What follows belongs to an exercise in optimizing a design on an open flow for small area, a short achievable clock period and few clock cycles; a production flow would make more cautious choices.
At most, simulation tests tie the RTL to the original design; equivalence was not proved.
Function not checked in runs 2 and 3: the RTL went through the layout flow alone.

[design.v]
`default_nettype none
package rv32_pkg;
  localparam int unsigned RegCount = 32;
  typedef enum logic [2:0] {
    ST_DONE    = 3'd0,
    ST_READ    = 3'd1,
    ST_WRITE   = 3'd2,
    ST_ECALL   = 3'd3,
    ST_ILLEGAL = 3'd4,
    ST_FAULT   = 3'd5,
    ST_STRAY   = 3'd6
  } status_e;
  typedef enum logic [2:0] {
    PK_LB  = 3'd0,
    PK_LH  = 3'd1,
    PK_LW  = 3'd2,
    PK_LBU = 3'd3,
    PK_LHU = 3'd4,
    PK_ST  = 3'd5
  } pkind_e;
  localparam logic [0:0] CMD_EXEC = 1'b0;
  localparam logic [6:0] OP_LUI    = 7'h37;
  localparam logic [6:0] OP_AUIPC  = 7'h17;
  localparam logic [6:0] OP_JAL    = 7'h6f;
  localparam logic [6:0] OP_JALR   = 7'h67;
  localparam logic [6:0] OP_BRANCH = 7'h63;
  localparam logic [6:0] OP_LOAD   = 7'h03;
  localparam logic [6:0] OP_STORE  = 7'h23;
  localparam logic [6:0] OP_IMM    = 7'h13;
  localparam logic [6:0] OP_REG    = 7'h33;
  localparam logic [6:0] OP_SYSTEM = 7'h73;
  localparam logic [31:0] INSN_ECALL = 32'h0000_0073;
  typedef enum logic [3:0] {
    AOP_ADD, AOP_SUB, AOP_SLL, AOP_SLT, AOP_SLTU, AOP_XOR,
    AOP_SRL, AOP_SRA, AOP_OR, AOP_AND, AOP_PASSB, AOP_MUL
  } aop_e;
  typedef enum logic [2:0] {
    BR_NONE, BR_EQ, BR_NE, BR_LT, BR_GE, BR_LTU, BR_GEU, BR_ALWAYS
  } br_e;
  typedef struct packed {
    logic [4:0]  rs1;
    logic [4:0]  rs2;
    logic [4:0]  rd;
    logic        wr_en;
    logic        b_imm;       
    logic        a_pc;        
    logic [31:0] imm;
    aop_e        aop;
    logic [2:0]  mfunc;       
    logic        is_div;
    br_e         br;
    logic        jalr;        
    logic        link;        
    logic        load;
    logic        store;
    pkind_e      lkind;
    logic [2:0]  size;
    status_e     st;
    logic        comp;
  } dec_t;
  typedef enum logic [2:0] {
    S_IDLE, S_EXEC, S_MUL, S_DIV, S_DIVFIX, S_OUT
  } state_e;
  typedef struct packed {
    logic take_in;
    logic exec;
    logic mul_go;
    logic div_start;
    logic div_step;
    logic finish;
  } cmd_t;
  typedef struct packed {
    logic is_resp;
    logic is_mul;
    logic is_div;
    logic div_last;
  } sts_t;
  function automatic logic [31:0] sx12(input logic [11:0] v);
    sx12 = {{20{v[11]}}, v};
  endfunction
endpackage
`default_nettype wire
`default_nettype none
import rv32_pkg::*;
module rv32_decode (
  input  logic [31:0]       insn_i,
  output rv32_pkg::dec_t    dec_o
);
  logic [6:0]  op;
  logic [2:0]  f3, cf3;
  logic [6:0]  f7;
  logic [4:0]  crd, rs2c, p1, p2;
  logic [31:0] ci, jo, bo, wo, i4, i16, ilui, lwsp, swsp;
  always_comb begin
    op = insn_i[6:0];
    f3 = insn_i[14:12];
    f7 = insn_i[31:25];
    cf3 = insn_i[15:13];
    crd = insn_i[11:7];
    rs2c = insn_i[6:2];
    p1 = {2'b01, insn_i[9:7]};
    p2 = {2'b01, insn_i[4:2]};
    ci = {{26{insn_i[12]}}, insn_i[12], insn_i[6:2]};
    jo = {{21{insn_i[12]}}, insn_i[8], insn_i[10:9], insn_i[6], insn_i[7], insn_i[2],
          insn_i[11], insn_i[5:3], 1'b0};
    bo = {{24{insn_i[12]}}, insn_i[6:5], insn_i[2], insn_i[11:10], insn_i[4:3], 1'b0};
    wo = {25'd0, insn_i[5], insn_i[12:10], insn_i[6], 2'b00};
    i4 = {22'd0, insn_i[10:7], insn_i[12:11], insn_i[5], insn_i[6], 2'b00};
    i16 = {{23{insn_i[12]}}, insn_i[4:3], insn_i[5], insn_i[2], insn_i[6], 4'd0};
    ilui = {{15{insn_i[12]}}, insn_i[6:2], 12'd0};
    lwsp = {24'd0, insn_i[3:2], insn_i[12], insn_i[6:4], 2'b00};
    swsp = {24'd0, insn_i[8:7], insn_i[12:9], 2'b00};
    dec_o = '0;
    dec_o.aop = AOP_ADD;
    dec_o.br = BR_NONE;
    dec_o.lkind = PK_LB;
    dec_o.st = ST_DONE;
    if (insn_i[1:0] == 2'b11) begin
      dec_o.rs1 = insn_i[19:15];
      dec_o.rs2 = insn_i[24:20];
      dec_o.rd = insn_i[11:7];
      dec_o.imm = {{20{insn_i[31]}}, insn_i[31:20]};
      case (op)
        OP_LUI: begin
          dec_o.wr_en = 1'b1; dec_o.b_imm = 1'b1; dec_o.aop = AOP_PASSB;
          dec_o.imm = {insn_i[31:12], 12'd0};
        end
        OP_AUIPC: begin
          dec_o.wr_en = 1'b1; dec_o.b_imm = 1'b1; dec_o.a_pc = 1'b1;
          dec_o.imm = {insn_i[31:12], 12'd0};
        end
        OP_JAL: begin
          dec_o.link = 1'b1; dec_o.br = BR_ALWAYS;
          dec_o.imm = {{12{insn_i[31]}}, insn_i[19:12], insn_i[20], insn_i[30:21], 1'b0};
        end
        OP_JALR: begin
          if (f3 != 3'd0) dec_o.st = ST_ILLEGAL;
          else begin
            dec_o.link = 1'b1; dec_o.jalr = 1'b1;
          end
        end
        OP_BRANCH: begin
          dec_o.imm = {{20{insn_i[31]}}, insn_i[7], insn_i[30:25], insn_i[11:8], 1'b0};
          case (f3)
            3'd0: dec_o.br = BR_EQ;
            3'd1: dec_o.br = BR_NE;
            3'd4: dec_o.br = BR_LT;
            3'd5: dec_o.br = BR_GE;
            3'd6: dec_o.br = BR_LTU;
            3'd7: dec_o.br = BR_GEU;
            default: dec_o.st = ST_ILLEGAL;
          endcase
        end
        OP_LOAD: begin
          case (f3)
            3'd0: begin dec_o.lkind = PK_LB; dec_o.size = 3'd1; end
            3'd1: begin dec_o.lkind = PK_LH; dec_o.size = 3'd2; end
            3'd2: begin dec_o.lkind = PK_LW; dec_o.size = 3'd4; end
            3'd4: begin dec_o.lkind = PK_LBU; dec_o.size = 3'd1; end
            3'd5: begin dec_o.lkind = PK_LHU; dec_o.size = 3'd2; end
            default: dec_o.st = ST_ILLEGAL;
          endcase
          dec_o.load = (dec_o.st == ST_DONE);
          dec_o.b_imm = 1'b1;
        end
        OP_STORE: begin
          dec_o.imm = {{20{insn_i[31]}}, insn_i[31:25], insn_i[11:7]};
          dec_o.b_imm = 1'b1;
          case (f3)
            3'd0: dec_o.size = 3'd1;
            3'd1: dec_o.size = 3'd2;
            3'd2: dec_o.size = 3'd4;
            default: dec_o.st = ST_ILLEGAL;
          endcase
          dec_o.store = (dec_o.st == ST_DONE);
        end
        OP_IMM: begin
          dec_o.b_imm = 1'b1;
          if ((f3 == 3'd1 && f7 != 7'd0) ||
              (f3 == 3'd5 && f7 != 7'd0 && f7 != 7'h20)) dec_o.st = ST_ILLEGAL;
          else begin
            dec_o.wr_en = 1'b1;
            case (f3)
              3'd0: dec_o.aop = AOP_ADD;
              3'd1: dec_o.aop = AOP_SLL;
              3'd2: dec_o.aop = AOP_SLT;
              3'd3: dec_o.aop = AOP_SLTU;
              3'd4: dec_o.aop = AOP_XOR;
              3'd5: dec_o.aop = f7[5] ? AOP_SRA : AOP_SRL;
              3'd6: dec_o.aop = AOP_OR;
              default: dec_o.aop = AOP_AND;
            endcase
          end
        end
        OP_REG: begin
          dec_o.mfunc = f3;
          if (f7 == 7'h01) begin
            dec_o.wr_en = 1'b1;
            dec_o.aop = AOP_MUL;
            dec_o.is_div = f3[2];
          end else if (f7 == 7'd0 || (f7 == 7'h20 && (f3 == 3'd0 || f3 == 3'd5))) begin
            dec_o.wr_en = 1'b1;
            case (f3)
              3'd0: dec_o.aop = f7[5] ? AOP_SUB : AOP_ADD;
              3'd1: dec_o.aop = AOP_SLL;
              3'd2: dec_o.aop = AOP_SLT;
              3'd3: dec_o.aop = AOP_SLTU;
              3'd4: dec_o.aop = AOP_XOR;
              3'd5: dec_o.aop = f7[5] ? AOP_SRA : AOP_SRL;
              3'd6: dec_o.aop = AOP_OR;
              default: dec_o.aop = AOP_AND;
            endcase
          end else dec_o.st = ST_ILLEGAL;
        end
        OP_SYSTEM: dec_o.st = (insn_i == INSN_ECALL) ? ST_ECALL : ST_ILLEGAL;
        default: dec_o.st = ST_ILLEGAL;
      endcase
    end else begin
      dec_o.comp = 1'b1;
      case (insn_i[1:0])
        2'b00: begin
          case (cf3)
            3'd0: begin
              dec_o.rs1 = 5'd2; dec_o.rd = p2; dec_o.imm = i4; dec_o.b_imm = 1'b1;
              if (i4 == 32'd0) dec_o.st = ST_ILLEGAL; else dec_o.wr_en = 1'b1;
            end
            3'd2: begin
              dec_o.rs1 = p1; dec_o.rd = p2; dec_o.imm = wo; dec_o.b_imm = 1'b1;
              dec_o.load = 1'b1; dec_o.lkind = PK_LW; dec_o.size = 3'd4;
            end
            3'd6: begin
              dec_o.rs1 = p1; dec_o.rs2 = p2; dec_o.imm = wo; dec_o.b_imm = 1'b1;
              dec_o.store = 1'b1; dec_o.size = 3'd4;
            end
            default: dec_o.st = ST_ILLEGAL;
          endcase
        end
        2'b01: begin
          case (cf3)
            3'd0: begin
              dec_o.rs1 = crd; dec_o.rd = crd; dec_o.imm = ci; dec_o.b_imm = 1'b1;
              dec_o.wr_en = 1'b1;
            end
            3'd1: begin
              dec_o.rd = 5'd1; dec_o.link = 1'b1; dec_o.br = BR_ALWAYS; dec_o.imm = jo;
            end
            3'd2: begin
              dec_o.rd = crd; dec_o.imm = ci; dec_o.b_imm = 1'b1; dec_o.aop = AOP_PASSB;
              dec_o.wr_en = 1'b1;
            end
            3'd3: begin
              if (crd == 5'd2) begin
                dec_o.rs1 = 5'd2; dec_o.rd = 5'd2; dec_o.imm = i16; dec_o.b_imm = 1'b1;
                if (i16 == 32'd0) dec_o.st = ST_ILLEGAL; else dec_o.wr_en = 1'b1;
              end else begin
                dec_o.rd = crd; dec_o.imm = ilui; dec_o.b_imm = 1'b1;
                dec_o.aop = AOP_PASSB;
                if (ilui == 32'd0) dec_o.st = ST_ILLEGAL; else dec_o.wr_en = 1'b1;
              end
            end
            3'd4: begin
              dec_o.rs1 = p1; dec_o.rd = p1; dec_o.rs2 = p2;
              case (insn_i[11:10])
                2'd0, 2'd1: begin
                  dec_o.imm = {27'd0, rs2c}; dec_o.b_imm = 1'b1;
                  dec_o.aop = insn_i[10] ? AOP_SRA : AOP_SRL;
                  if (insn_i[12]) dec_o.st = ST_ILLEGAL; else dec_o.wr_en = 1'b1;
                end
                2'd2: begin
                  dec_o.imm = ci; dec_o.b_imm = 1'b1; dec_o.aop = AOP_AND;
                  dec_o.wr_en = 1'b1;
                end
                default: begin
                  case (insn_i[6:5])
                    2'd0: dec_o.aop = AOP_SUB;
                    2'd1: dec_o.aop = AOP_XOR;
                    2'd2: dec_o.aop = AOP_OR;
                    default: dec_o.aop = AOP_AND;
                  endcase
                  if (insn_i[12]) dec_o.st = ST_ILLEGAL; else dec_o.wr_en = 1'b1;
                end
              endcase
            end
            3'd5: begin dec_o.br = BR_ALWAYS; dec_o.imm = jo; end
            3'd6: begin dec_o.rs1 = p1; dec_o.br = BR_EQ; dec_o.imm = bo; end
            default: begin dec_o.rs1 = p1; dec_o.br = BR_NE; dec_o.imm = bo; end
          endcase
        end
        default: begin
          case (cf3)
            3'd0: begin
              dec_o.rs1 = crd; dec_o.rd = crd; dec_o.imm = {27'd0, rs2c};
              dec_o.b_imm = 1'b1; dec_o.aop = AOP_SLL;
              if (crd == 5'd0 || insn_i[12]) dec_o.st = ST_ILLEGAL;
              else dec_o.wr_en = 1'b1;
            end
            3'd2: begin
              dec_o.rs1 = 5'd2; dec_o.rd = crd; dec_o.imm = lwsp; dec_o.b_imm = 1'b1;
              dec_o.lkind = PK_LW; dec_o.size = 3'd4;
              if (crd == 5'd0) dec_o.st = ST_ILLEGAL; else dec_o.load = 1'b1;
            end
            3'd4: begin
              dec_o.rs1 = crd; dec_o.rs2 = rs2c;
              if (rs2c != 5'd0) begin
                dec_o.rd = crd; dec_o.wr_en = 1'b1;
                if (!insn_i[12]) begin
                  dec_o.rs1 = 5'd0;   
                end
              end else if (crd == 5'd0) dec_o.st = ST_ILLEGAL;
              else begin
                dec_o.jalr = 1'b1;
                if (insn_i[12]) begin
                  dec_o.link = 1'b1; dec_o.rd = 5'd1;
                end
              end
            end
            3'd6: begin
              dec_o.rs1 = 5'd2; dec_o.rs2 = rs2c; dec_o.imm = swsp; dec_o.b_imm = 1'b1;
              dec_o.store = 1'b1; dec_o.size = 3'd4;
            end
            default: dec_o.st = ST_ILLEGAL;
          endcase
        end
      endcase
    end
  end
endmodule
`default_nettype wire
`default_nettype none
import rv32_pkg::*;
module rv32_datapath (
  input  logic        clk_i,
  input  logic        rst_ni,
  input  logic        i_valid_i,
  input  logic        i_cmd_i,
  input  logic [31:0] i_data_i,
  input  logic        i_ok_i,
  output logic        i_adv_o,
  output logic        out_valid_o,
  input  logic        out_ready_i,
  output logic [2:0]  status_o,
  output logic [31:0] access_address_o,
  output logic [2:0]  access_size_o,
  output logic [31:0] write_data_o,
  output logic [31:0] next_pc_o
);
  logic [31:0] rf_q [1:31];
  logic [31:0] rfv_q;
  logic        ex_we;           
  logic [4:0]  ex_wa;
  logic [31:0] ex_wd;
  logic        go;              
  rv32_pkg::dec_t dec;
  rv32_decode u_dec (.insn_i(i_data_i), .dec_o(dec));
  logic [31:0] sel1, sel2;
  logic [31:0] r1, r2, v1, v2;
  always_comb begin
    for (int r = 0; r < 32; r++) begin
      sel1[r] = (dec.rs1 == 5'(r)) && rfv_q[r];
      sel2[r] = (dec.rs2 == 5'(r)) && rfv_q[r];
    end
    r1 = '0;
    r2 = '0;
    for (int r = 1; r < 32; r++) begin
      r1 = r1 | ({32{sel1[r]}} & rf_q[r]);
      r2 = r2 | ({32{sel2[r]}} & rf_q[r]);
    end
    v1 = (ex_we && ex_wa == dec.rs1) ? ex_wd : r1;
    v2 = (ex_we && ex_wa == dec.rs2) ? ex_wd : r2;
  end
  logic        vd_q;
  logic        d_resp, d_ok;
  logic [31:0] d_a, d_b, d_x;
  logic [4:0]  d_rd;
  logic        d_wr;            
  logic        d_md, d_div;     
  logic [2:0]  d_mf;
  logic        d_sub;
  logic [3:0]  d_aop;
  logic [2:0]  d_br;
  logic        d_jalr, d_link, d_apc, d_comp;
  logic        d_mem, d_store, d_load;
  rv32_pkg::pkind_e d_lkind;
  logic [2:0]  d_size;
  logic [2:0]  d_st;
  logic [31:0] sdata;
  always_comb begin
    case (dec.size)
      3'd1:    sdata = {24'd0, v2[7:0]};
      3'd2:    sdata = {16'd0, v2[15:0]};
      default: sdata = v2;
    endcase
  end
  assign i_adv_o = !vd_q || go;
  always_ff @(posedge clk_i or negedge rst_ni) begin
    if (!rst_ni) vd_q <= 1'b0;
    else if (i_adv_o) vd_q <= i_valid_i;
  end
  always_ff @(posedge clk_i) begin
    if (i_adv_o) begin
      d_resp  <= i_cmd_i;
      d_ok    <= i_ok_i;
      d_a     <= v1;
      d_b     <= (dec.b_imm || dec.jalr) ? dec.imm : v2;
      d_x     <= i_cmd_i ? i_data_i : (dec.store ? sdata : dec.imm);
      d_rd    <= dec.rd;
      d_wr    <= !i_cmd_i && (dec.link || (dec.wr_en && dec.aop != AOP_MUL)) && dec.rd != 5'd0;
      d_md    <= !i_cmd_i && dec.wr_en && dec.aop == AOP_MUL;
      d_div   <= dec.is_div;
      d_mf    <= dec.mfunc;
      d_sub   <= dec.aop == AOP_SUB || dec.aop == AOP_SLT || dec.aop == AOP_SLTU ||
                 (dec.br != BR_NONE && dec.br != BR_ALWAYS);
      d_aop   <= dec.aop;
      d_br    <= dec.br;
      d_jalr  <= dec.jalr;
      d_link  <= dec.link;
      d_apc   <= dec.a_pc;
      d_comp  <= dec.comp;
      d_mem   <= dec.st == ST_DONE && (dec.load || dec.store);
      d_store <= dec.store;
      d_load  <= dec.load;
      d_lkind <= dec.lkind;
      d_size  <= dec.size;
      d_st    <= dec.st != ST_DONE ? dec.st : dec.load ? ST_READ : dec.store ? ST_WRITE : ST_DONE;
    end
  end
  logic [31:0] pc_q;
  logic        pend_q;
  logic [4:0]  pdest_q;
  rv32_pkg::pkind_e pkind_q;
  logic [32:0] addr_sum;
  logic [31:0] sum;
  logic        ltu, lt, eq;
  assign addr_sum = {1'b0, d_a} + {1'b0, d_b ^ {32{d_sub}}} + {32'd0, d_sub};
  assign sum = addr_sum[31:0];
  assign ltu = !addr_sum[32];
  assign lt = (d_a[31] != d_b[31]) ? d_a[31] : sum[31];
  assign eq = d_a == d_b;
  logic        shl;
  logic [31:0] sh_in, sh_r, sh_out;
  logic [32:0] sh_ext;
  always_comb begin
    shl = d_aop == AOP_SLL;
    for (int i = 0; i < 32; i++) sh_in[i] = shl ? d_a[31 - i] : d_a[i];
    sh_ext = {d_aop == AOP_SRA && d_a[31], sh_in};
    sh_r = 32'($signed(sh_ext) >>> d_b[4:0]);
    for (int i = 0; i < 32; i++) sh_out[i] = shl ? sh_r[31 - i] : sh_r[i];
  end
  logic [31:0] alu_r;
  always_comb begin
    case (d_aop)
      AOP_SLL, AOP_SRL, AOP_SRA: alu_r = sh_out;
      AOP_SLT:   alu_r = {31'd0, lt};
      AOP_SLTU:  alu_r = {31'd0, ltu};
      AOP_XOR:   alu_r = d_a ^ d_b;
      AOP_OR:    alu_r = d_a | d_b;
      AOP_AND:   alu_r = d_a & d_b;
      AOP_PASSB: alu_r = d_b;
      default:   alu_r = sum;
    endcase
  end
  logic [31:0] tgt, pc_inc, pc_nx;
  logic        take;
  assign tgt = pc_q + d_x;
  assign pc_inc = pc_q + (d_comp ? 32'd2 : 32'd4);
  always_comb begin
    case (d_br)
      BR_EQ:     take = eq;
      BR_NE:     take = !eq;
      BR_LT:     take = lt;
      BR_GE:     take = !lt;
      BR_LTU:    take = ltu;
      BR_GEU:    take = !ltu;
      BR_ALWAYS: take = 1'b1;
      default:   take = 1'b0;
    endcase
    if (d_resp) pc_nx = pc_q;
    else if (d_jalr) pc_nx = {sum[31:1], 1'b0};
    else if (take) pc_nx = tgt;
    else pc_nx = pc_inc;
  end
  logic [31:0] ldv;
  always_comb begin
    case (pkind_q)
      PK_LB:   ldv = {{24{d_x[7]}}, d_x[7:0]};
      PK_LH:   ldv = {{16{d_x[15]}}, d_x[15:0]};
      PK_LBU:  ldv = {24'd0, d_x[7:0]};
      PK_LHU:  ldv = {16'd0, d_x[15:0]};
      default: ldv = d_x;
    endcase
  end
  localparam logic [2:0] M_START = 3'd0, M_MUL = 3'd1, M_NORM = 3'd2, M_DIV = 3'd3,
                         M_FINAL = 3'd4;
  logic [2:0]  ms_q;
  logic [1:0]  mc_q;           
  logic [4:0]  dc_q;           
  logic [32:0] p_hi;
  logic [31:0] p_lo;
  logic [31:0] dv_q;
  logic        qneg_q, rneg_q, bz_q;
  logic [31:0] md_res;
  logic [1:0]  mstep;
  logic [7:0]  chunk;
  logic        csign;
  logic [32:0] mcand;
  logic [41:0] pp, macc;
  always_comb begin
    mstep = (ms_q == M_START) ? 2'd0 : mc_q;
    case (mstep)
      2'd0: chunk = d_b[7:0];
      2'd1: chunk = d_b[15:8];
      2'd2: chunk = d_b[23:16];
      default: chunk = d_b[31:24];
    endcase
    csign = mstep == 2'd3 && d_mf == 3'd1 && d_b[31];
    mcand = {(d_mf == 3'd1 || d_mf == 3'd2) && d_a[31], d_a};
    pp = $signed(mcand) * $signed({csign, chunk});
    macc = pp + ((ms_q == M_START) ? 42'd0 : {{9{p_hi[32]}}, p_hi});
  end
  logic [5:0]  lzr, lzd;
  logic signed [6:0] kdiff;
  logic [32:0] dtrial;
  logic [31:0] amag, bmag;
  always_comb begin
    lzr = 6'd32;
    for (int i = 0; i < 32; i++) if (p_hi[i]) lzr = 6'(31 - i);
    lzd = 6'd32;
    for (int i = 0; i < 32; i++) if (dv_q[i]) lzd = 6'(31 - i);
    kdiff = $signed({1'b0, lzd}) - $signed({1'b0, lzr});
    dtrial = {1'b0, p_hi[31:0]} - {1'b0, dv_q};
    amag = (!d_mf[0] && d_a[31]) ? -d_a : d_a;
    bmag = (!d_mf[0] && d_b[31]) ? -d_b : d_b;
  end
  always_ff @(posedge clk_i or negedge rst_ni) begin
    if (!rst_ni) begin
      ms_q <= M_START;
    end else if (vd_q && d_md) begin
      case (ms_q)
        M_START: ms_q <= d_div ? M_NORM : M_MUL;
        M_MUL:   if (mc_q == 2'd3) ms_q <= M_FINAL;
        M_NORM:  ms_q <= (bz_q || kdiff[6]) ? M_FINAL : M_DIV;
        M_DIV:   if (dc_q == 5'd0) ms_q <= M_FINAL;
        M_FINAL: if (go) ms_q <= M_START;
        default: ms_q <= M_START;
      endcase
    end
  end
  always_ff @(posedge clk_i) begin
    case (ms_q)
      M_START: begin
        mc_q <= 2'd1;
        if (d_div) begin
          p_hi <= {1'b0, amag};
          p_lo <= '0;
          dv_q <= bmag;
          bz_q <= d_b == 32'd0;
          qneg_q <= !d_mf[0] && (d_a[31] ^ d_b[31]);
          rneg_q <= !d_mf[0] && d_a[31];
        end else begin
          p_hi <= macc[40:8];
          p_lo <= {macc[7:0], p_lo[31:8]};
        end
      end
      M_MUL: begin
        mc_q <= mc_q + 2'd1;
        p_hi <= macc[40:8];
        p_lo <= {macc[7:0], p_lo[31:8]};
      end
      M_NORM: begin
        dv_q <= dv_q << kdiff[4:0];
        dc_q <= kdiff[4:0];
      end
      M_DIV: begin
        dc_q <= dc_q - 5'd1;
        if (!dtrial[32]) p_hi <= {1'b0, dtrial[31:0]};
        p_lo <= {p_lo[30:0], !dtrial[32]};
        dv_q <= {1'b0, dv_q[31:1]};
      end
      default: ;
    endcase
  end
  always_comb begin
    if (!d_div) md_res = (d_mf == 3'd0) ? p_lo : p_hi[31:0];
    else if (d_mf[1]) md_res = rneg_q ? -p_hi[31:0] : p_hi[31:0];
    else if (bz_q) md_res = 32'hffff_ffff;
    else md_res = qneg_q ? -p_lo : p_lo;
  end
  logic vo_q;
  logic resp_wr;
  assign resp_wr = pend_q && d_ok && pkind_q != PK_ST && pdest_q != 5'd0;
  assign go = vd_q && (!d_md || ms_q == M_FINAL) && (!vo_q || out_ready_i);
  always_comb begin
    if (d_resp) begin
      ex_we = resp_wr;
      ex_wa = pdest_q;
      ex_wd = ldv;
    end else begin
      ex_we = d_wr || (d_md && d_rd != 5'd0);
      ex_wa = d_rd;
      if (d_md) ex_wd = md_res;
      else if (d_link) ex_wd = pc_inc;
      else if (d_apc) ex_wd = tgt;
      else ex_wd = alu_r;
    end
    ex_we = ex_we && vd_q;
  end
  always_ff @(posedge clk_i) begin
    for (int r = 1; r < 32; r++)
      if (go && ex_we && ex_wa == 5'(r)) rf_q[r] <= ex_wd;
  end
  always_ff @(posedge clk_i or negedge rst_ni) begin
    if (!rst_ni) begin
      rfv_q <= '0;
      pc_q <= '0;
      pend_q <= 1'b0;
      pdest_q <= '0;
      pkind_q <= PK_LB;
      vo_q <= 1'b0;
    end else begin
      for (int r = 1; r < 32; r++)
        if (go && ex_we && ex_wa == 5'(r)) rfv_q[r] <= 1'b1;
      if (go) begin
        pc_q <= pc_nx;
        if (d_resp) pend_q <= 1'b0;
        else begin
          pend_q <= d_mem;
          pdest_q <= d_load ? d_rd : 5'd0;
          pkind_q <= d_load ? d_lkind : PK_ST;
        end
      end
      if (go) vo_q <= 1'b1;
      else if (out_ready_i) vo_q <= 1'b0;
    end
  end
  logic [2:0]  o_st, o_sz;
  logic [31:0] o_ad, o_wd, o_pc;
  always_ff @(posedge clk_i) begin
    if (go) begin
      if (d_resp) begin
        o_st <= !pend_q ? ST_STRAY : (!d_ok ? ST_FAULT : ST_DONE);
        o_ad <= '0; o_sz <= '0; o_wd <= '0;
      end else begin
        o_st <= d_st;
        o_ad <= d_mem ? sum : 32'd0;
        o_sz <= d_mem ? d_size : 3'd0;
        o_wd <= (d_mem && d_store) ? d_x : 32'd0;
      end
      o_pc <= pc_nx;
    end
  end
  assign out_valid_o = vo_q;
  assign status_o = o_st;
  assign access_address_o = o_ad;
  assign access_size_o = o_sz;
  assign write_data_o = o_wd;
  assign next_pc_o = o_pc;
endmodule
`default_nettype wire
`default_nettype none
module rv32_ctrl (
  input  logic        clk_i,
  input  logic        rst_ni,
  input  logic        in_valid_i,
  output logic        in_ready_o,
  input  logic        cmd_i,
  input  logic [31:0] instruction_i,
  input  logic [31:0] read_data_i,
  input  logic        access_ok_i,
  output logic        i_valid_o,
  output logic        i_cmd_o,
  output logic [31:0] i_data_o,
  output logic        i_ok_o,
  input  logic        i_adv_i      
);
  logic        vi_q, vs_q;
  logic        ic_q, sc_q, io_q, so_q;
  logic [31:0] id_q, sd_q;
  logic        accept, take;
  logic [31:0] nd;
  assign in_ready_o = !vs_q;
  assign accept = in_valid_i && !vs_q;
  assign nd = cmd_i ? read_data_i : instruction_i;
  assign take = !vi_q || i_adv_i;
  always_ff @(posedge clk_i or negedge rst_ni) begin
    if (!rst_ni) begin
      vi_q <= 1'b0;
      vs_q <= 1'b0;
    end else begin
      if (take) begin
        vi_q <= vs_q || accept;
        vs_q <= 1'b0;
      end else if (accept) begin
        vs_q <= 1'b1;
      end
    end
  end
  always_ff @(posedge clk_i) begin
    if (take) begin
      if (vs_q) begin
        ic_q <= sc_q; id_q <= sd_q; io_q <= so_q;
      end else begin
        ic_q <= cmd_i; id_q <= nd; io_q <= access_ok_i;
      end
    end
    if (!vs_q) begin
      sc_q <= cmd_i; sd_q <= nd; so_q <= access_ok_i;
    end
  end
  assign i_valid_o = vi_q;
  assign i_cmd_o = ic_q;
  assign i_data_o = id_q;
  assign i_ok_o = io_q;
endmodule
`default_nettype wire
`default_nettype none
import rv32_pkg::*;
module rv32imc_instruction_execute (
  input  logic        clk_i,
  input  logic        rst_ni,
  input  logic        in_valid_i,
  output logic        in_ready_o,
  input  logic        cmd_i,
  input  logic [31:0] instruction_i,
  input  logic [31:0] read_data_i,
  input  logic        access_ok_i,
  output logic        out_valid_o,
  input  logic        out_ready_i,
  output logic [2:0]  status_o,
  output logic [31:0] access_address_o,
  output logic [2:0]  access_size_o,
  output logic [31:0] write_data_o,
  output logic [31:0] next_pc_o
);
  logic        i_valid, i_cmd, i_ok, i_adv;
  logic [31:0] i_data;
  rv32_ctrl u_ctrl (
    .clk_i, .rst_ni, .in_valid_i, .in_ready_o, .cmd_i, .instruction_i,
    .read_data_i, .access_ok_i, .i_valid_o(i_valid), .i_cmd_o(i_cmd),
    .i_data_o(i_data), .i_ok_o(i_ok), .i_adv_i(i_adv)
  );
  rv32_datapath u_dp (
    .clk_i, .rst_ni, .i_valid_i(i_valid), .i_cmd_i(i_cmd), .i_data_i(i_data),
    .i_ok_i(i_ok), .i_adv_o(i_adv), .out_valid_o, .out_ready_i, .status_o,
    .access_address_o, .access_size_o, .write_data_o, .next_pc_o
  );
endmodule
`default_nettype wire
[run.sh]
#!/bin/bash
# synth_recipe.tcl (not shown) runs the flow's synth.tcl, then flattens the netlist and writes it again
# the make line also repeats each setting of config.mk as NAME=value (left out here)
make -C /OpenROAD-flow-scripts/flow DESIGN_CONFIG=/design/flow/config.mk WORK_HOME=/design/flow/orfs CLKGATE_MAP_FILE= SYNTH_SCRIPT=/design/flow/synth_recipe.tcl finish
[config.mk]
export PLATFORM = sky130hd
export DESIGN_NAME = rv32imc_instruction_execute
export DESIGN_NICKNAME = rv32imc_instruction_execute
export VERILOG_FILES = /design/flow/design.v
export SDC_FILE = /design/flow/constraint.sdc
export NUM_CORES = 4
export LEC_CHECK = 0
export CAP_MARGIN = 20
export CORE_MARGIN = 2
export CORE_UTILIZATION = 30
export PLACE_DENSITY = 0.45
export SLEW_MARGIN = 20
[constraint.sdc]
create_clock -name core_clock -period 13.0 [get_ports {clk_i}]
set_input_delay 2.6000 -clock core_clock [delete_from_list [all_inputs] [get_ports {clk_i}]]
set_output_delay 2.6000 -clock core_clock [all_outputs]
set_load 0.01 [all_outputs]
==> results.yml, run 1 <==
floorplan:
  die_area_um2: 315000
  chipHeight_um: 561
  io_pins: 174
  rows: 204
  core_um2: 309000
  fp.dieW_um: 561
  start_util: 0.302
yosys:
  synth_largest_area_cell: "edfxtp_1"
  syn-num-nets: 9191
  async_flop_share: 0.0533
  synthesis.area_um2: 93200
  avgSynthCellArea_um2: 10.9
  ys_warn_count: 4
  ys_top_cells_by_area: "edfxtp_1 (44%), fa_1 (5.9%), a22oi_1 (4.0%)"
  synthCells: 8572
  synth_ff_type: "edfxtp_1"
  yosysSeqAreaShare: 0.469
  synth-edff-count: 1368
  ys_ff_latch: 1481
  synth_top_area_share: 0.441
  synth.distinct_cells: 97
setup_path:
  cpMaxStageDelayCell: "o221a_2"
  path_common_cell: "fa_1"
  cpLargestDelayFamily: "compound AO/OA/AOI/OAI gates"
  arrival_ns: 9.48
  cp_num_buf_inv: 4
  worst_setup_path_end_kind: "register"
  path_class: "reg2reg"
  required_ns: 13.55
  path_max_fanout: 40
  critical-path-max-stage-delay_ns: 0.75
  cp-start-kind: "register"
sta:
  period_minus_slack_ns: 8.93
  finalClockSkew_ns: 0.101
  setup_violations: 0
  rsz0062_at_grt: "no"
  report.final.slew_viol_count: 0
  fmax_mhz: 112
  setup_ws_ns: 4.07
  tns_ns: 0
  worst-slew-pin-transition_ns: 1.25
  whs_ns: 0.422
  slew_headroom: 0.164
  finalHoldViolations: 0
  min_period_over_period: 0.687
cts:
  ctsHoldBuffers: 0
  clk_pin_slew_worst_paths_ns: 0.06
  cts_resized: 0
  clk_latency_ns: 0.91
  cts_tree: "built"
  cts_root_buffer: "clkbuf_16"
  post_cts_buffers: 0
  htree_levels: 4
  cts.sinks: 1481
  numCtsBuffers: 177
  clock_path_buffers: 4
global_route:
  grt.overflow.total: 0
  grt_max_degree: 70
  grt_antenna_before_repair: 36
  grt_use_total: 0.324
  grt_pass1_wl_um: 705000
  first_global_vias: 80968
layout:
  stdcell_count: 12948
  top_regs: "u_dp.rf_q x992, u_dp.p_hi x33"
  design_area_um2: 107000
  regMostFlops: "u_dp.rf_q"
  area_delta_synth_final_pct: 15.2
  fillers: 30751
  largest_reg_flops: 992
  nNetsFinal: 9279
  layout-drive-gt1-share: 0.111
route:
  num_vias: 84819
  drtAntennaViolNets: 0
  wl_um: 530000
  met1Wirelength_um: 191000
  drcViolationCount: 0
  dr_wl_met3_um: 60200
  drt_pre_antenna_iters: 9
  drtIter0Drc: 15067
  routed-wl-met2_um: 233000
  top_layer_used: "met5"
  vias_per_cell: 6.55
  avgRoutedWirePerCell_um: 40.9
placed_design:
  dpl_cell_area_um2: 101000
  dp.cells: 12598
  io_buffers: 173
  hpwl_um: 361000
  gp_congestion: 0.998
  place_ws_ns: 4.29
hold_path:
  holdCritPathClass: "reg2reg"
run:
  cap_violations: 0
outcome:
  status: "finished clean"
## metal layers
| metal | global-route usage | up-vias |
|---|---|---|
| li1 | - | 33347 |
| met1 | 0.389 | 42655 |
| met2 | 0.500 | 6872 |
| met3 | 0.0903 | 1917 |
| met4 | 0.229 | 28 |
| met5 | 0 | - |
## cell type report
class,instances,area (µm²),share of cell area
multi-input cells,6019,46400,0.432
flip-flops and latches,1481,43700,0.407
well taps,4120,5150,0.0480
clock buffers,205,4600,0.0428
repair buffers,531,4470,0.0417
inverters,450,1690,0.0158
clock inverters,119,1250,0.0116
diodes,23,57.6,0.000536
## stage by stage
stage | utilization
floorplan | -
global placement | 0.328
detailed placement | 0.328
CTS | 0.347
global route | 0.347
finish | 0.347
## layout by cell type, fill, tap and decap left out, drive strengths merged, types with 273 or more instances in the layout
cell | netlist | routed
edfxtp | 1368 | 1368
nand2 | 740 | 740
a22oi | 498 | 498
inv | 444 | 456
nor2 | 429 | 429
o21ai | 422 | 422
a21oi | 370 | 370
buf | 108 | 359
fa | 276 | 276
ha | 273 | 273
## worst reg2reg max path, stage by stage, from the launching register on
cell and delay (ns):
dfrtp_1 0.54, or3_1 0.45, and2_1 0.18, buf_4 0.30
o211ai_1 0.20, o221a_2 0.75, nand2_1 0.18, fa_1 0.51
fa_1 0.51, inv_1 0.06, fa_1 0.47, inv_1 0.05
fa_1 0.49, inv_1 0.07, fa_1 0.45, ha_1 0.37
a21o_1 0.19, a21oi_1 0.13, o21ai_0 0.22, o311a_1 0.40
o21ai_0 0.70, o31ai_1 0.29, o2111ai_1 0.34, nor2b_1 0.33
xnor2_1 0.12, a22oi_1 0.21, o21ai_0 0.11
## cells in the mapped netlist (all sizes together) (57+ instances only)
cell type and number:
a222oi 70, a21o 75, a221oi 261, o21ai 422, mux4 80, dfrtp 79, nor3 122, a22o 185
nand2 740, nand4 218, xor2 139, clkbuf 514, and3 114, a31oi 67, inv 444, xnor2 173
mux2i 155, a22oi 498, ha 273, a21oi 370, and2 179, a211oi 66, nand3 181, buf 108
nor2 429, edfxtp 1368, a32oi 57, nor4 66, fa 276
## worst paths after layout
check / slack [ns] / to / cells past startpoint / start
max: 4.07 / u_dp.p_hi[27] / 26 / u_dp.ms_q[1]
min: 0.42 / u_dp.d_ok / 0 / u_ctrl.io_q
max reg2reg: 4.07 / u_dp.p_hi[27] / 26 / u_dp.ms_q[1]
min reg2reg: 0.42 / u_dp.d_ok / 0 / u_ctrl.io_q
max in group asynchronous: 9.69 / u_ctrl.vs_q / 2 / rst_ni
min in group asynchronous: 1.77 / u_dp.rfv_q[20] / 1 / rst_ni
## cell families after synthesis
group                      share of synthesized area
AOI/OAI and AO/OA                              0.200
DFF                                            0.469
muxes                                         0.0404
buffers and inverters                         0.0440
xor gates and xnor gates                      0.0293
and+or+nand+nor                                0.121
adders and majority gates                     0.0959
Testbench counts, summed over its fixed seeds: cycles 33,150.
==> inputs of run 2 (changes only) <==
--- a/design.v
+++ b/design.v
@@ -335,6 +335,8 @@
   input  logic        i_cmd_i,
   input  logic [31:0] i_data_i,
   input  logic        i_ok_i,
+  input  logic [4:0]  i_rs1_i,
+  input  logic [4:0]  i_rs2_i,
   output logic        i_adv_o,
   output logic        out_valid_o,
   input  logic        out_ready_i,
@@ -356,8 +358,8 @@
   logic [31:0] r1, r2, v1, v2;
   always_comb begin
     for (int r = 0; r < 32; r++) begin
-      sel1[r] = (dec.rs1 == 5'(r)) && rfv_q[r];
-      sel2[r] = (dec.rs2 == 5'(r)) && rfv_q[r];
+      sel1[r] = (i_rs1_i == 5'(r)) && rfv_q[r];
+      sel2[r] = (i_rs2_i == 5'(r)) && rfv_q[r];
     end
     r1 = '0;
     r2 = '0;
@@ -365,8 +367,8 @@
       r1 = r1 | ({32{sel1[r]}} & rf_q[r]);
       r2 = r2 | ({32{sel2[r]}} & rf_q[r]);
     end
-    v1 = (ex_we && ex_wa == dec.rs1) ? ex_wd : r1;
-    v2 = (ex_we && ex_wa == dec.rs2) ? ex_wd : r2;
+    v1 = (ex_we && ex_wa == dec.rs1) ? ex_wd : (md_wr && mrd_q == dec.rs1) ? md_res : r1;
+    v2 = (ex_we && ex_wa == dec.rs2) ? ex_wd : (md_wr && mrd_q == dec.rs2) ? md_res : r2;
   end
   logic        vd_q;
   logic        d_resp, d_ok;
@@ -391,13 +393,24 @@
       default: sdata = v2;
     endcase
   end
-  assign i_adv_o = !vd_q || go;
+  logic d_en, hold, md_pend, d_mdp;
+  function automatic logic hits(input logic [4:0] r, input rv32_pkg::dec_t d);
+    hits = r != 5'd0 && (d.rs1 == r || d.rs2 == r || d.rd == r);
+  endfunction
+  always_comb begin
+    md_pend = ms_q != M_IDLE && !(ms_q == M_FIN && (md_wr || mrd_q == 5'd0));
+    d_mdp = vd_q && d_md;
+    hold = !i_cmd_i && (((md_pend || d_mdp) && dec.wr_en && dec.aop == AOP_MUL) ||
+                        (md_pend && hits(mrd_q, dec)) || (d_mdp && hits(d_rd, dec)));
+  end
+  assign d_en = !vd_q || go;
+  assign i_adv_o = d_en && !hold;
   always_ff @(posedge clk_i or negedge rst_ni) begin
     if (!rst_ni) vd_q <= 1'b0;
-    else if (i_adv_o) vd_q <= i_valid_i;
+    else if (d_en) vd_q <= i_valid_i && !hold;
   end
   always_ff @(posedge clk_i) begin
-    if (i_adv_o) begin
+    if (d_en) begin
       d_resp  <= i_cmd_i;
       d_ok    <= i_ok_i;
       d_a     <= v1;
@@ -489,33 +502,51 @@
       default: ldv = d_x;
     endcase
   end
-  localparam logic [2:0] M_START = 3'd0, M_MUL = 3'd1, M_NORM = 3'd2, M_DIV = 3'd3,
-                         M_FINAL = 3'd4;
+  localparam int MW = 8;
+  localparam int MS = 32 / MW;
+  localparam logic [2:0] M_IDLE = 3'd0, M_MUL = 3'd1, M_NORM = 3'd2, M_DIV = 3'd3,
+                         M_FIN = 3'd4, M_NEG = 3'd5, M_CLZ = 3'd6;
   logic [2:0]  ms_q;
-  logic [1:0]  mc_q;           
-  logic [4:0]  dc_q;           
+  logic [4:0]  mc_q;           
   logic [32:0] p_hi;
   logic [31:0] p_lo;
-  logic [31:0] dv_q;
-  logic        qneg_q, rneg_q, bz_q;
+  logic [32:0] dv_q;           
+  logic        qneg_q, rneg_q, bz_q, mdiv_q;
+  logic [2:0]  mmf_q;
+  logic [4:0]  mrd_q;
   logic [31:0] md_res;
-  logic [1:0]  mstep;
-  logic [7:0]  chunk;
-  logic        csign;
-  logic [32:0] mcand;
-  logic [41:0] pp, macc;
-  always_comb begin
-    mstep = (ms_q == M_START) ? 2'd0 : mc_q;
-    case (mstep)
-      2'd0: chunk = d_b[7:0];
-      2'd1: chunk = d_b[15:8];
-      2'd2: chunk = d_b[23:16];
-      default: chunk = d_b[31:24];
-    endcase
-    csign = mstep == 2'd3 && d_mf == 3'd1 && d_b[31];
-    mcand = {(d_mf == 3'd1 || d_mf == 3'd2) && d_a[31], d_a};
-    pp = $signed(mcand) * $signed({csign, chunk});
-    macc = pp + ((ms_q == M_START) ? 42'd0 : {{9{p_hi[32]}}, p_hi});
+  logic        md_wr, md_start;
+  logic        bprev_q;        
+  logic [MW:0] cb;
+  logic [41:0] mx, mx2, macc, nbits, xrow;
+  logic [41:0] rows [MW/2];
+  logic [41:0] t1s, t1c, t2s, t2c, t3s, t3c, t4s, t4c, t5s, t5c;
+  function automatic logic [83:0] csa(input logic [41:0] x, input logic [41:0] y,
+                                      input logic [41:0] z);
+    csa = {x ^ y ^ z, ((x & y) | (x & z) | (y & z)) << 1};
+  endfunction
+  always_comb begin
+    cb = {p_lo[MW-1:0], bprev_q};
+    mx = {{9{dv_q[32]}}, dv_q};
+    mx2 = {mx[40:0], 1'b0};
+    nbits = '0;
+    for (int k = 0; k < MW / 2; k++) begin
+      case (cb[2*k +: 3])
+        3'b001, 3'b010: rows[k] = mx << (2 * k);
+        3'b011:         rows[k] = mx2 << (2 * k);
+        3'b100:         rows[k] = ~(mx2 << (2 * k));
+        3'b101, 3'b110: rows[k] = ~(mx << (2 * k));
+        default:        rows[k] = '0;
+      endcase
+      nbits = nbits + 42'(cb[2 * k + 2] && !(cb[2 * k +: 3] == 3'b111));
+    end
+    xrow = (mc_q == 5'(MS - 1) && mmf_q != 3'd1 && p_lo[MW-1]) ? (mx << MW) : '0;
+    {t1s, t1c} = csa(rows[0], rows[1], rows[2]);
+    {t2s, t2c} = csa(rows[3], xrow, nbits);
+    {t3s, t3c} = csa(t1s, t1c, t2s);
+    {t4s, t4c} = csa(t3s, t3c, t2c);
+    {t5s, t5c} = csa(t4s, t4c, {{9{p_hi[32]}}, p_hi});
+    macc = t5s + t5c;
   end
   logic [5:0]  lzr, lzd;
   logic signed [6:0] kdiff;
@@ -527,86 +558,95 @@
     lzd = 6'd32;
     for (int i = 0; i < 32; i++) if (dv_q[i]) lzd = 6'(31 - i);
     kdiff = $signed({1'b0, lzd}) - $signed({1'b0, lzr});
-    dtrial = {1'b0, p_hi[31:0]} - {1'b0, dv_q};
-    amag = (!d_mf[0] && d_a[31]) ? -d_a : d_a;
-    bmag = (!d_mf[0] && d_b[31]) ? -d_b : d_b;
+    dtrial = {1'b0, p_hi[31:0]} - {1'b0, dv_q[31:0]};
+    amag = (!mmf_q[0] && p_hi[31]) ? -p_hi[31:0] : p_hi[31:0];
+    bmag = (!mmf_q[0] && dv_q[31]) ? -dv_q[31:0] : dv_q[31:0];
   end
+  assign md_start = d_en && i_valid_i && !hold && !i_cmd_i && dec.wr_en && dec.aop == AOP_MUL;
   always_ff @(posedge clk_i or negedge rst_ni) begin
     if (!rst_ni) begin
-      ms_q <= M_START;
-    end else if (vd_q && d_md) begin
+      ms_q <= M_IDLE;
+    end else begin
       case (ms_q)
-        M_START: ms_q <= d_div ? M_NORM : M_MUL;
-        M_MUL:   if (mc_q == 2'd3) ms_q <= M_FINAL;
-        M_NORM:  ms_q <= (bz_q || kdiff[6]) ? M_FINAL : M_DIV;
-        M_DIV:   if (dc_q == 5'd0) ms_q <= M_FINAL;
-        M_FINAL: if (go) ms_q <= M_START;
-        default: ms_q <= M_START;
+        M_IDLE:  if (md_start) ms_q <= dec.is_div ? M_NEG : M_MUL;
+        M_NEG:   ms_q <= M_CLZ;
+        M_CLZ:   ms_q <= (bz_q || kdiff[6]) ? M_FIN : M_NORM;
+        M_MUL:   if (mc_q == 5'(MS - 1)) ms_q <= M_FIN;
+        M_NORM:  ms_q <= M_DIV;
+        M_DIV:   if (mc_q == 5'd0) ms_q <= M_FIN;
+        M_FIN:   if (md_start) ms_q <= dec.is_div ? M_NEG : M_MUL;
+                 else if (md_wr || mrd_q == 5'd0) ms_q <= M_IDLE;
+        default: ms_q <= M_IDLE;
       endcase
     end
   end
   always_ff @(posedge clk_i) begin
-    case (ms_q)
-      M_START: begin
-        mc_q <= 2'd1;
-        if (d_div) begin
-          p_hi <= {1'b0, amag};
-          p_lo <= '0;
-          dv_q <= bmag;
-          bz_q <= d_b == 32'd0;
-          qneg_q <= !d_mf[0] && (d_a[31] ^ d_b[31]);
-          rneg_q <= !d_mf[0] && d_a[31];
-        end else begin
-          p_hi <= macc[40:8];
-          p_lo <= {macc[7:0], p_lo[31:8]};
-        end
+    if (md_start) begin
+      mc_q <= '0;
+      bprev_q <= 1'b0;
+      mdiv_q <= dec.is_div;
+      mmf_q <= dec.mfunc;
+      mrd_q <= dec.rd;
+      p_hi <= {1'b0, dec.is_div ? v1 : 32'd0};
+      p_lo <= v2;
+      dv_q <= {!dec.is_div && (dec.mfunc == 3'd1 || dec.mfunc == 3'd2) && v1[31],
+               dec.is_div ? v2 : v1};
+    end else case (ms_q)
+      M_NEG: begin
+        p_hi <= {1'b0, amag};
+        p_lo <= '0;
+        dv_q <= {1'b0, bmag};
+        bz_q <= dv_q[31:0] == 32'd0;
+        qneg_q <= !mmf_q[0] && (p_hi[31] ^ dv_q[31]);
+        rneg_q <= !mmf_q[0] && p_hi[31];
       end
       M_MUL: begin
-        mc_q <= mc_q + 2'd1;
-        p_hi <= macc[40:8];
-        p_lo <= {macc[7:0], p_lo[31:8]};
-      end
-      M_NORM: begin
-        dv_q <= dv_q << kdiff[4:0];
-        dc_q <= kdiff[4:0];
+        mc_q <= mc_q + 5'd1;
+        bprev_q <= p_lo[MW-1];
+        p_hi <= macc[MW+32:MW];
+        p_lo <= {macc[MW-1:0], p_lo[31:MW]};
       end
+      M_CLZ: mc_q <= kdiff[4:0];
+      M_NORM: dv_q <= {1'b0, dv_q[31:0] << mc_q};
       M_DIV: begin
-        dc_q <= dc_q - 5'd1;
+        mc_q <= mc_q - 5'd1;
         if (!dtrial[32]) p_hi <= {1'b0, dtrial[31:0]};
         p_lo <= {p_lo[30:0], !dtrial[32]};
-        dv_q <= {1'b0, dv_q[31:1]};
+        dv_q <= {2'b0, dv_q[31:1]};
       end
       default: ;
     endcase
   end
   always_comb begin
-    if (!d_div) md_res = (d_mf == 3'd0) ? p_lo : p_hi[31:0];
-    else if (d_mf[1]) md_res = rneg_q ? -p_hi[31:0] : p_hi[31:0];
+    if (!mdiv_q) md_res = (mmf_q == 3'd0) ? p_lo : p_hi[31:0];
+    else if (mmf_q[1]) md_res = rneg_q ? -p_hi[31:0] : p_hi[31:0];
     else if (bz_q) md_res = 32'hffff_ffff;
     else md_res = qneg_q ? -p_lo : p_lo;
   end
   logic vo_q;
   logic resp_wr;
   assign resp_wr = pend_q && d_ok && pkind_q != PK_ST && pdest_q != 5'd0;
-  assign go = vd_q && (!d_md || ms_q == M_FINAL) && (!vo_q || out_ready_i);
+  assign go = vd_q && (!vo_q || out_ready_i);
+  assign md_wr = ms_q == M_FIN && mrd_q != 5'd0 && !ex_we;
   always_comb begin
     if (d_resp) begin
       ex_we = resp_wr;
       ex_wa = pdest_q;
       ex_wd = ldv;
     end else begin
-      ex_we = d_wr || (d_md && d_rd != 5'd0);
+      ex_we = d_wr;
       ex_wa = d_rd;
-      if (d_md) ex_wd = md_res;
-      else if (d_link) ex_wd = pc_inc;
+      if (d_link) ex_wd = pc_inc;
       else if (d_apc) ex_wd = tgt;
       else ex_wd = alu_r;
     end
     ex_we = ex_we && vd_q;
   end
+  logic [31:0] rf_wd;
+  assign rf_wd = md_wr ? md_res : ex_wd;
   always_ff @(posedge clk_i) begin
     for (int r = 1; r < 32; r++)
-      if (go && ex_we && ex_wa == 5'(r)) rf_q[r] <= ex_wd;
+      if ((go && ex_we && ex_wa == 5'(r)) || (md_wr && mrd_q == 5'(r))) rf_q[r] <= rf_wd;
   end
   always_ff @(posedge clk_i or negedge rst_ni) begin
     if (!rst_ni) begin
@@ -618,7 +658,7 @@
       vo_q <= 1'b0;
     end else begin
       for (int r = 1; r < 32; r++)
-        if (go && ex_we && ex_wa == 5'(r)) rfv_q[r] <= 1'b1;
+        if ((go && ex_we && ex_wa == 5'(r)) || (md_wr && mrd_q == 5'(r))) rfv_q[r] <= 1'b1;
       if (go) begin
         pc_q <= pc_nx;
         if (d_resp) pend_q <= 1'b0;
@@ -657,6 +697,7 @@
 endmodule
 `default_nettype wire
 `default_nettype none
+import rv32_pkg::*;
 module rv32_ctrl (
   input  logic        clk_i,
   input  logic        rst_ni,
@@ -670,13 +711,19 @@
   output logic        i_cmd_o,
   output logic [31:0] i_data_o,
   output logic        i_ok_o,
+  output logic [4:0]  i_rs1_o,     
+  output logic [4:0]  i_rs2_o,
   input  logic        i_adv_i      
 );
   logic        vi_q, vs_q;
   logic        ic_q, sc_q, io_q, so_q;
   logic [31:0] id_q, sd_q;
   logic        accept, take;
-  logic [31:0] nd;
+  logic [31:0] nd, hd;
+  logic [4:0]  r1_q, r2_q;
+  rv32_pkg::dec_t hdec;
+  assign hd = vs_q ? sd_q : nd;
+  rv32_decode u_pdec (.insn_i(hd), .dec_o(hdec));
   assign in_ready_o = !vs_q;
   assign accept = in_valid_i && !vs_q;
   assign nd = cmd_i ? read_data_i : instruction_i;
@@ -696,6 +743,8 @@
   end
   always_ff @(posedge clk_i) begin
     if (take) begin
+      r1_q <= hdec.rs1;
+      r2_q <= hdec.rs2;
       if (vs_q) begin
         ic_q <= sc_q; id_q <= sd_q; io_q <= so_q;
       end else begin
@@ -710,6 +759,8 @@
   assign i_cmd_o = ic_q;
   assign i_data_o = id_q;
   assign i_ok_o = io_q;
+  assign i_rs1_o = r1_q;
+  assign i_rs2_o = r2_q;
 endmodule
 `default_nettype wire
 `default_nettype none
@@ -733,14 +784,16 @@
 );
   logic        i_valid, i_cmd, i_ok, i_adv;
   logic [31:0] i_data;
+  logic [4:0]  i_rs1, i_rs2;
   rv32_ctrl u_ctrl (
     .clk_i, .rst_ni, .in_valid_i, .in_ready_o, .cmd_i, .instruction_i,
     .read_data_i, .access_ok_i, .i_valid_o(i_valid), .i_cmd_o(i_cmd),
-    .i_data_o(i_data), .i_ok_o(i_ok), .i_adv_i(i_adv)
+    .i_data_o(i_data), .i_ok_o(i_ok), .i_rs1_o(i_rs1), .i_rs2_o(i_rs2),
+    .i_adv_i(i_adv)
   );
   rv32_datapath u_dp (
     .clk_i, .rst_ni, .i_valid_i(i_valid), .i_cmd_i(i_cmd), .i_data_i(i_data),
-    .i_ok_i(i_ok), .i_adv_o(i_adv), .out_valid_o, .out_ready_i, .status_o,
+    .i_ok_i(i_ok), .i_rs1_i(i_rs1), .i_rs2_i(i_rs2), .i_adv_o(i_adv), .out_valid_o, .out_ready_i, .status_o,
     .access_address_o, .access_size_o, .write_data_o, .next_pc_o
   );
 endmodule
--- a/config.mk
+++ b/config.mk
@@ -5,8 +5,11 @@
 export SDC_FILE = /design/flow/constraint.sdc
 export NUM_CORES = 4
 export LEC_CHECK = 0
+export ABC_CLOCK_PERIOD_IN_PS = 4000
 export CAP_MARGIN = 20
 export CORE_MARGIN = 2
-export CORE_UTILIZATION = 30
-export PLACE_DENSITY = 0.45
+export CORE_UTILIZATION = 45
+export PLACE_DENSITY = 0.6
+export SETUP_SLACK_MARGIN = 5
 export SLEW_MARGIN = 20
+export TNS_END_PERCENT = 100
==> run 2 against run 1 <==
Critical path depth decreased by 1. Largest cell class unchanged. Worst hold slack got worse by 0.0025 ns. Via count increased by 7.0%. Non-clock buffer count increased by 16. Register-to-register slack improved by 1.4 ns.
==> results.yml, run 2 <==
cts:
  cts_tree: "built"
  post_cts_buffers: 0
  clk_pin_slew_worst_paths_ns: 0.07
  clock_path_buffers: 3
  numCtsBuffers: 164
  htree_levels: 4
  cts_root_buffer: "clkbuf_16"
  cts.sinks: 1496
  clk_latency_ns: 0.90
setup_path:
  critical-path-max-stage-delay_ns: 0.71
  required_ns: 13.74
  arrival_ns: 8.27
  cpLargestDelayFamily: "adder cells"
  path_class: "reg2reg"
  path_max_fanout: 40
  cpMaxStageDelayCell: "edfxtp_1"
  cp-start-kind: "register"
  worst_setup_path_end_kind: "register"
  cp_num_buf_inv: 5
outcome:
  status: "finished clean"
route:
  drt_pre_antenna_iters: 8
  avgRoutedWirePerCell_um: 41.5
  drtIter0Drc: 16970
  vias_per_cell: 7.52
  num_vias: 90791
  wl_um: 500000
  drtAntennaViolNets: 0
  drcViolationCount: 0
layout:
  layout-drive-gt1-share: 0.110
  nNetsFinal: 9577
  regArea_um2: 44100
  regMostFlops: "u_dp.rf_q"
  multi_input_area_um2: 48300
  utilization: 0.508
  layout_common_cells: "edfxtp_1 (1376), nand2_1 (582), o21ai_0 (474)"
  fillers: 18941
  top_regs: "u_dp.rf_q x992, u_dp.dv_q x33, u_dp.p_hi x33"
  area_delta_synth_final_pct: 12.1
  largest_reg_flops: 992
  layout_commonest_cell: "edfxtp_1"
yosys:
  ys_warn_count: 5
  synth_ff_type: "edfxtp_1"
  yosysSeqAreaShare: 0.459
  synthesis.area_um2: 96100
  yosys.cell_count.top_type: "edfxtp_1"
  syn-num-nets: 9642
  ys_top_cells_by_area: "edfxtp_1 (43%), a221oi_1 (3.8%), ha_1 (3.5%)"
  ys_ff_latch: 1496
  async_flop_share: 0.0528
  avgSynthCellArea_um2: 10.5
  synthCells: 9148
  netlist_top_cells_count: "edfxtp_1 (1376), clkbuf_1 (631), nand2_1 (585)"
  synth_largest_area_cell: "edfxtp_1"
  synth_top_area_share: 0.430
  synth.distinct_cells: 112
  synth-edff-count: 1376
run:
  cap_violations: 0
placed_design:
  hpwl_um: 334000
  io_buffers: 173
  gp_congestion: 1.05
sta:
  fmax_mhz: 133
  tns_ns: 0
  slew_headroom: 0.101
  setup_violations: 0
  period_minus_slack_ns: 7.53
  whs_ns: 0.420
  finalClockSkew_ns: 0.0942
  min_period_over_period: 0.579
  worst-slew-pin-transition_ns: 1.34
  rsz0062_at_grt: "no"
  report.final.slew_viol_count: 0
  finalHoldViolations: 0
floorplan:
  core_um2: 212000
  rows: 169
  die_area_um2: 217000
  chipHeight_um: 466
  start_util: 0.453
  io_pins: 174
  fp.dieW_um: 466
global_route:
  grt_pass1_wl_um: 685000
  grt_antenna_before_repair: 25
  grt_max_degree: 76
  first_global_vias: 84703
  grt.overflow.total: 0
  grt_use_total: 0.447
hold_path:
  holdCritPathClass: "reg2reg"
## run 2: path summary, 6_finish.rpt
check | start | cells past startpoint | slack [ns] | endpoint
worst max-delay path | u_dp.p_lo[7] | 25 | 5.47 | u_dp.p_hi[31]
worst min-delay path | u_ctrl.io_q | 0 | 0.42 | u_dp.d_ok
worst max register to register | u_dp.p_lo[7] | 25 | 5.47 | u_dp.p_hi[31]
worst min register to register | u_ctrl.io_q | 0 | 0.42 | u_dp.d_ok
max in group asynchronous | rst_ni | 2 | 10.06 | u_ctrl.vs_q
min in group asynchronous | rst_ni | 1 | 1.76 | u_dp.vo_q
## run 2: layout make-up
type,instances,share of cell area
sequential,1496,0.410
timing repair buffer,547,0.0426
antenna,24,0.000558
tap,2821,0.0328
multi-input combinational,6439,0.448
clock buffer,204,0.0396
inverter,435,0.0152
clock inverter,101,0.0113
## run 2: cells by family (layout without fill, tap and decap cells)
kind of cell / after synthesis / count (layout) / synth area share
buffers and inverters: 1213 / 1287 / 0.0484
adders and majority gates: 424 / 424 / 0.0675
DFF: 1496 / 1496 / 0.459
xor gates and xnor gates: 431 / 431 / 0.0393
AOI/OAI and AO/OA: 3147 / 3147 / 0.237
and+or+nand+nor: 2190 / 2190 / 0.113
muxes: 247 / 247 / 0.0355
other: 0 / 24 / 0
## run 2: routing by layer
| metal | vias to the layer above | wire (µm) | part of all wire | GRT usage |
|---|---|---|---|---|
| met2 | 8317 | 207000 | 0.41 | 0.643 |
| met3 | 2415 | 71200 | 0.14 | 0.151 |
| met1 | 44425 | 177000 | 0.35 | 0.566 |
| met5 | - | 262 | 0.00052 | 0.00725 |
| met4 | 18 | 44600 | 0.089 | 0.308 |
| li1 | 35616 | - | - | - |
## run 2: per-stage QoR
step / worst slack (ns) / std cells / cell area [µm²]
floorplan: 5.10 / 9148 / 96100
global placement: 5.14 / 11732 / 102000
detailed placement: 5.02 / 11736 / 102000
CTS: 5.00 / 12041 / 107000
global route: 5.01 / 12044 / 108000
finish: 5.47 / 12067 / 108000
## run 2: timing repair
action / CTS / global route
resized for setup: 0 / 10
endpoints found under the setup margin: 0 / 7
hold buffers: 0 / 0
## run 2: worst register-to-register path: stages (launching register included)
cell	delay (ns)
edfxtp_1	0.71
buf_6	0.48
nand2_1	0.20
fa_1	0.40
inv_1	0.07
ha_1	0.23
ha_1	0.32
fa_1	0.54
inv_1	0.05
fa_1	0.47
inv_1	0.04
ha_1	0.26
ha_1	0.17
inv_1	0.07
fa_1	0.45
nand2b_1	0.16
a21boi_0	0.25
o21ai_0	0.29
a31oi_2	0.34
o211ai_1	0.15
nand3_1	0.29
o21ai_0	0.23
a311oi_2	0.33
a21oi_1	0.13
or4b_2	0.61
a31oi_1	0.15
==> inputs of run 3 (changes only) <==
==> flow/run.sh (new file) <==
#!/bin/bash
set -euo pipefail
bash standard.sh SETUP_SLACK_MARGIN=8 finish > std_flow.log 2>&1
==> standard.sh (new file) <==
#!/bin/bash
# synth_recipe.tcl (not shown) runs the flow's synth.tcl, then flattens the netlist and writes it again
# the make line also repeats each setting of config.mk as NAME=value (left out here)
make -C /OpenROAD-flow-scripts/flow DESIGN_CONFIG=/design/flow/config.mk WORK_HOME=/design/flow/orfs CLKGATE_MAP_FILE= SYNTH_SCRIPT=/design/flow/synth_recipe.tcl "${@:-finish}"
--- a/config.mk
+++ b/config.mk
@@ -10,6 +10,5 @@
 export CORE_MARGIN = 2
 export CORE_UTILIZATION = 45
 export PLACE_DENSITY = 0.6
-export SETUP_SLACK_MARGIN = 5
 export SLEW_MARGIN = 20
 export TNS_END_PERCENT = 100
removed: run.sh
==> run 3 against run 2 <==
Worst setup slack gained 1.2 ns. Count of clock-buffer cells in the layout shrank 14. Sequential share of layout area shrank 1.4 points. First-iteration DRC count grew 8.5%. Wire length is essentially flat. Synthesized area is the same. Highest routed layer unchanged. Cell count grew 1.0%. Flip-flop and latch count is the same.
==> results.yml, run 3 <==
outcome:
  status: "finished clean"
route:
  drt_pre_antenna_iters: 12
  drcViolationCount: 0
  num_vias: 92210
  wl_um: 501000
  vias_per_cell: 7.56
  avgRoutedWirePerCell_um: 41.1
  drtAntennaViolNets: 0
  drtIter0Drc: 18405
cts:
  cts.sinks: 1496
  clk_pin_slew_worst_paths_ns: 0.06
  ctsHoldBuffers: 0
  numCtsBuffers: 162
  clock_path_buffers: 3
  cts_root_buffer: "clkbuf_16"
  clk_latency_ns: 0.89
  cts_tree: "built"
  htree_levels: 4
layout:
  regArea_um2: 44100
  regMostFlops: "u_dp.rf_q"
  multi_input_area_um2: 50400
  fillers: 18533
  utilization: 0.526
  design_area_um2: 112000
  layout_common_cells: "edfxtp_1 (1376), nand2_1 (571), nor2_1 (454)"
  stdcell_count: 12190
  top_regs: "u_dp.rf_q x992, u_dp.dv_q x33, u_dp.p_hi x33"
  layout_commonest_cell: "edfxtp_1"
  nNetsFinal: 9713
  layout-drive-gt1-share: 0.153
  area_delta_synth_final_pct: 16.1
  largest_reg_flops: 992
yosys:
  synth_fa_ha_area_frac: 0.0675
  ys_warn_count: 5
  synth_top_area_share: 0.430
  synthCells: 9148
  synth_top_family_by_area: "compound AO/OA/AOI/OAI gates"
  async_flop_share: 0.0528
  muxShareOfSynthArea: 0.0355
  netlist_top_cells_count: "edfxtp_1 (1376), clkbuf_1 (631), nand2_1 (585)"
  synth-simple-area-share: 0.113
  yosysSeqAreaShare: 0.459
  synthesis.area_um2: 96100
  yosys.cell_count.top_type: "edfxtp_1"
  synth-edff-count: 1376
  synth_largest_area_cell: "edfxtp_1"
  synth_ff_type: "edfxtp_1"
  ys_top_cells_by_area: "edfxtp_1 (43%), a221oi_1 (3.8%), ha_1 (3.5%)"
  avgSynthCellArea_um2: 10.5
  synth_xor_area_frac: 0.0393
  ys_ff_latch: 1496
  synth.distinct_cells: 112
  syn-num-nets: 9642
  synth_compound_area_frac: 0.237
placed_design:
  hpwl_um: 327000
  dp.cells: 11712
  dpl_cell_area_um2: 102000
  gp_congestion: 1.10
  io_buffers: 173
floorplan:
  chipHeight_um: 466
  rows: 169
  start_util: 0.453
  fp.dieW_um: 466
  die_area_um2: 217000
  core_um2: 212000
  io_pins: 174
setup_path:
  critical-path-max-stage-delay_ns: 0.54
  cp_num_buf_inv: 6
  cpMaxStageDelayCell: "fa_1"
  arrival_ns: 7.02
  cpLargestDelayFamily: "adder cells"
  path_class: "reg2reg"
  worst_setup_path_end_kind: "register"
  cp_num_cells: 26
  cp-start-kind: "register"
  path_max_fanout: 2
  rrSetupSlack_ns: 6.62
  ff2ff_path_depth: 26
  required_ns: 13.64
global_route:
  grt_antenna_before_repair: 37
  grt_use_total: 0.444
  grt_pass1_wl_um: 683000
  grt.overflow.total: 0
  grt_max_degree: 80
  first_global_vias: 85514
sta:
  min_period_over_period: 0.491
  period_minus_slack_ns: 6.38
  finalClockSkew_ns: 0.0820
  fmax_mhz: 157
  worst-slew-pin-transition_ns: 1.32
  rsz0062_at_grt: "yes"
  finalHoldViolations: 0
  slew_headroom: 0.112
  setup_violations: 0
  tns_ns: 0
  report.final.slew_viol_count: 0
hold_path:
  holdCritPathClass: "reg2reg"
  worstHoldPathCells: 0
run:
  cap_violations: 0
==> run 3: cells by family after synthesis <==
group           after synthesis
compound gates             3147
xor+xnor                    431
mux                         247
flops                      1496
fa+ha+maj                   424
simple gates               2190
buf+inv                    1213
==> run 3: layout make-up <==
cell class	count	share of cell area
multi-input combinational	6444	0.452
tap	2821	0.0317
timing repair inverter	2	0.000123
timing repair buffer	678	0.0573
clock inverter	101	0.0106
sequential	1496	0.396
antenna	23	0.000516
inverter	435	0.0151
clock buffer	190	0.0375
==> run 3: path summary, 6_finish.rpt <==
check	end	startpoint
worst max-delay path	u_dp.p_hi[30]	u_dp.p_lo[3]
worst min-delay path	u_dp.d_ok	u_ctrl.io_q
worst max register to register	u_dp.p_hi[30]	u_dp.p_lo[3]
worst min register to register	u_dp.d_ok	u_ctrl.io_q
max in group asynchronous	u_dp.pc_q[19]	rst_ni
min in group asynchronous	u_dp.rfv_q[4]	rst_ni
==> run 3: repair_timing <==
action | 4_1_cts | 5_1_grt
gates resized for setup | 379 | 172
pin swaps | 131 | 82
endpoints found under the setup margin | 2115 | 854
gates cloned | 14 | 3
endpoints found under the hold margin | 0 | 0
setup buffers | 95 | 51
==> run 3: per-layer routing <==
metal,vias up,global-route usage,share of wire
met2,8818,0.636,0.41
met4,24,0.307,0.090
li1,35928,-,-
met3,2544,0.167,0.15
met5,-,0,0.00032
met1,44896,0.553,0.35
==> run 3: through the flow <==
stage                     setup slack, ns  hold slack, ns
after floorplan                      5.28           0.400
after global placement               4.84           0.407
after detailed placement             5.10           0.405
after CTS                            6.74           0.418
after global routing                 6.40           0.439
final                                6.62           0.417
==> run 3: worst register-to-register path, stage by stage, from the launching register on <==
cell and delay (ns):
edfxtp_1 0.43, buf_12 0.16, clkinvlp_4 0.10, buf_6 0.11, a21oi_4 0.04, ha_4 0.28
inv_2 0.03, fa_2 0.33, inv_2 0.08, ha_4 0.21, ha_4 0.21, fa_1 0.45
fa_1 0.54, fa_1 0.44, ha_1 0.32, a21oi_2 0.17, o211ai_1 0.17, o31a_1 0.39
o21ai_2 0.20, o211ai_1 0.10, buf_4 0.17, a31o_4 0.24, nor3b_4 0.15, a311o_1 0.39
xnor2_1 0.16, o21ai_1 0.07, o21a_1 0.20

## afterwards: timing with drivers on the ports
In the flow no input, the clock included, has a driving cell. The finished layouts below were timed again as built, in two steps. Step 1 sets driving cells, clkbuf_16 on the clock port and buf_2 on the other inputs (assumed; they add their load-dependent delay and slew). Step 2 times the ports against the registers' clock, not the clock port: input delays grow and output delays shrink by t, the midpoint of the rising clock arrivals with the driver on. Three values: ideal ports, drivers, drivers and shift; two values: the first two.
run	t (ns)	setup slack, ns	worst data-port slew with drivers (ns)
run 1	0.958	4.070 / 4.070 / 4.070	0.05
run 2	0.943	5.467 / 5.467 / 5.467	0.05
run 3	0.946	6.617 / 6.617 / 6.617	0.05
After both steps setup and hold are still met in every run listed.
